This is an optimization exercise on Yosys and OpenROAD, whose aim is small area, a short achievable clock period and few clock cycles per item, not a production implementation. Where RTL was checked, it was by simulation tests only, not by an equivalence proof against the original. Power is estimated from default activity; no workload was simulated.

Design hash_ring_node_table, start of the top module:
module hash_ring_node_table (
  input  logic         clk,
  input  logic         rst_n,
  input  logic         in_valid,
  output logic         in_ready,
  input  logic [1:0]   in_opcode,
  input  logic [7:0]   in_key_byte,
  input  logic         in_last_byte,
  input  logic [31:0]  in_node_address,
  input  logic [15:0]  in_node_port,
  output logic         out_valid,
  input  logic         out_ready,
  output logic [1:0]   out_status,
  output logic [31:0]  out_found_address,
  output logic [15:0]  out_found_port,
  output logic [31:0]  out_key_hash
);
  logic        c_load, c_free_now, c_free_next;
  logic [1:0]  c_op;
  logic [31:0] c_hash, c_addr;
  logic [15:0] c_port;
  hrnt_front u_front (
    .clk             (clk),
    .rst_n           (rst_n),
    .in_valid        (in_valid),
    .in_ready        (in_ready),
    .in_opcode       (in_opcode),
    .in_key_byte     (in_key_byte),
    .in_last_byte    (in_last_byte),
    .in_node_address (in_node_address),
    .in_node_port    (in_node_port),
    .c_load          (c_load),
    .c_op            (c_op),
    .c_hash          (c_hash),
    .c_addr          (c_addr),
    .c_port          (c_port),
    .c_free_now      (c_free_now),
    .c_free_next     (c_free_next)
  );
  hrnt_back u_back (
    .clk               (clk),
    .rst_n             (rst_n),
    .c_load            (c_load),
    .c_op              (c_op),
    .c_hash            (c_hash),
    .c_addr            (c_addr),
    .c_port            (c_port),
    .c_free_now        (c_free_now),
    .c_free_next       (c_free_next),
    .out_valid         (out_valid),
    .out_ready         (out_ready),
    .out_status        (out_status),
    .out_found_address (out_found_address),
    .out_found_port    (out_found_port),
    .out_key_hash      (out_key_hash)
  );
endmodule
export LEC_CHECK = 0
export ABC_CLOCK_PERIOD_IN_PS = 2300
export CAP_MARGIN = 20
export CORE_MARGIN = 2
export CORE_UTILIZATION = 55
export CTS_CLUSTER_DIAMETER = 100
export CTS_CLUSTER_SIZE = 30
export PLACE_DENSITY = 0.7
export SETUP_SLACK_MARGIN = 2.3
export SLEW_MARGIN = 20
create_clock -name core_clock -period 5.0 [get_ports {clk}]
run.sh (not shown) runs the stock make flow with config.mk's settings and CLKGATE_MAP_FILE= SYNTH_SCRIPT=/design/flow/synth_recipe.tcl, a recipe that flattens the netlist after the stock synthesis.
The baseline passed the timing, DRC and antenna checks.
==> next run, changes <==
CORE_UTILIZATION = 40   (was 55)
PLACE_DENSITY = 0.6   (was 0.7)
Effect: Cell area is higher by 0.62%. Maximum frequency is higher by 2.3%. Total power hardly moves. Setup slack is better by 0.066 ns.
No run of this note included a check of the RTL's function; only the layout flow was run.


hash_ring_node_table, a different RTL version from the one above (not shown whole).
Size in the first run: roughly 1,700 flip-flops, about 49,000 um2 of cells after synthesis.
==> flow/design.v (excerpt) <==
module hash_ring_node_table (
  input  logic         clk,
  input  logic         rst_n,
  input  logic         in_valid,
  output logic         in_ready,
  input  logic [1:0]   in_opcode,
  input  logic [7:0]   in_key_byte,
  input  logic         in_last_byte,
  input  logic [31:0]  in_node_address,
  input  logic [15:0]  in_node_port,
  output logic         out_valid,
  input  logic         out_ready,
  output logic [1:0]   out_status,
  output logic [31:0]  out_found_address,
  output logic [15:0]  out_found_port,
  output logic [31:0]  out_key_hash
);
Settings: LEC_CHECK=0, CAP_MARGIN=20, CORE_MARGIN=2, CORE_UTILIZATION=40, CTS_CLUSTER_DIAMETER=150, CTS_CLUSTER_SIZE=30, PLACE_DENSITY=0.6, SETUP_SLACK_MARGIN=2.5, SLEW_MARGIN=20, TNS_END_PERCENT=30; clock period 5.0 ns.
standard.sh (not shown) runs the stock make flow with config.mk's settings and CLKGATE_MAP_FILE= SYNTH_SCRIPT=/design/flow/synth_recipe.tcl, a recipe that flattens the netlist after the stock synthesis.
==> flow/flow/run.sh <==
#!/bin/bash
# The standard layout (the standard.sh: standard synthesis and ORFS on all steps), with
# one change: the buffers ORFS puts on the input and output ports are buf_4 cells instead of
# the default smallest buffer (a slow delay cell), so the port paths are not held back.
set -euo pipefail
export BUFFER_PORTS_ARGS="-buffer_cell sky130_fd_sc_hd__buf_4"
bash standard.sh > standard_flow.log 2>&1
The first run completed with no timing, DRC or antenna violations.
Testbench counts at the start, summed over its fixed seeds: cycles 28,659, items 2,400.
Change:
CORE_UTILIZATION = 45   (was 40)
CTS_CLUSTER_DIAMETER = 100   (was 150)
CTS_CLUSTER_SIZE = 25   (was 30)
PLACE_DENSITY = 0.65   (was 0.6)
SETUP_SLACK_MARGIN = 2.7   (was 2.5)
What happened: Clock-buffer cell count grows by 18. Register-to-register slack gets worse by 0.11 ns. Total power rises by 2.5%. Core utilization is higher by 6.3 points.
Change:
ABC_CLOCK_PERIOD_IN_PS = 2300   (was not set)
CORE_UTILIZATION = 40   (was 45)
PLACE_DENSITY = 0.6   (was 0.65)
The new run finished clean; cell area fell by 0.56%; first-iteration DRC count is lower by 4.4%; hold slack hardly moves; cell count increases by 3.5%.
Change:
ABC_CLOCK_PERIOD_IN_PS = not set   (was 2300)
CORE_UTILIZATION = 50   (was 40)
PLACE_DENSITY = 0.7   (was 0.6)
SETUP_SLACK_MARGIN = 2.6   (was 2.7)
Cell area is lower slightly; cell count is lower by a few percent; clock-buffer cell count is higher by 4; power is lower slightly; wire length is lower by a few percent; fmax is higher by a few percent; area after synthesis stays the same.
Change:
CORE_UTILIZATION = 40   (was 50)
PLACE_DENSITY = 0.6   (was 0.7)
TNS_END_PERCENT = 50   (was 30)
Utilization drops by 11 points.
Worst hold slack improved by 0.012 ns.
Global-route usage decreases by 3.0 points.
Worst setup slack degrades by 0.061 ns.
Total power rises by 1.0%.
Change:
CORE_UTILIZATION = 45   (was 40)
CTS_BUF_LIST = sky130_fd_sc_hd__clkbuf_16 sky130_fd_sc_hd__clkbuf_8 sky130_fd_sc_hd__clkbuf_4   (was not set)
PLACE_DENSITY = 0.65   (was 0.6)
TNS_END_PERCENT = 30   (was 50)
First-iteration DRC count increases by 6.2%.
Count of clock-buffer cells in the layout increases by 5.
Worst setup slack gets better by 0.13 ns.
Via count increases by 2.0%.
Global-route usage increases by 1.8 points.
Cell area increases by 0.40%.
Utilization increases by 5.8 points.
Flip-flop and latch count is unchanged.
Sequential share of layout area decreases by 0.25 points.
Total power increases by 0.66%.
Sequential power barely changes.

## re-timing with driven ports
How much do the figures lean on ideal ports? The routed layouts below were timed once more, with nothing changed but the port constraints. Step 1 assumes that a clkbuf_16 drives the clock port and a buf_2 every other input. Step 2 moves the port delays by t, midway between the first and last clock arrival at a register: inputs arrive t later, outputs are due t later. That takes back most of the time a late clock gives input paths. a / b / c = no drivers / after step 1 / after step 2; a / b = the first two.
run | shift t [ns] | setup WS [ns] | worst setup path after step 2 | worst slew at a driven data input, ns | pins driven straight from the clock port
the first run of note 1 | 0.718 | 2.021 / 2.021 / 1.426 | input to register | 0.09 | 1
the second run of note 1 | 0.733 | 2.087 / 2.087 / 1.557 | input to register | 0.14 | 1
the first run of note 2 | 0.751 | 2.462 / 2.462 / 1.854 | input to register | 0.11 | 1
the second run of note 2 | 0.734 | 2.350 / 2.350 / 1.922 | input to register | 0.07 | 1
the third run of note 2 | 0.740 | 2.331 / 2.331 / 1.931 | input to register | 0.13 | 1
the fourth run of note 2 | 0.740 | 2.425 / 2.425 / 1.992 | input to register | 0.12 | 1
the fifth run of note 2 | 0.738 | 2.364 / 2.364 / 1.952 | input to register | 0.13 | 1
the sixth run of note 2 | 0.738 | 2.491 / 2.443 / 1.862 | input to register | 0.10 | 1
After both steps every run listed still meets setup and hold. The setup slack of the sixth run of note 2, which loses most, moves by -0.048 ns with the drivers and by -0.629 ns with both steps.
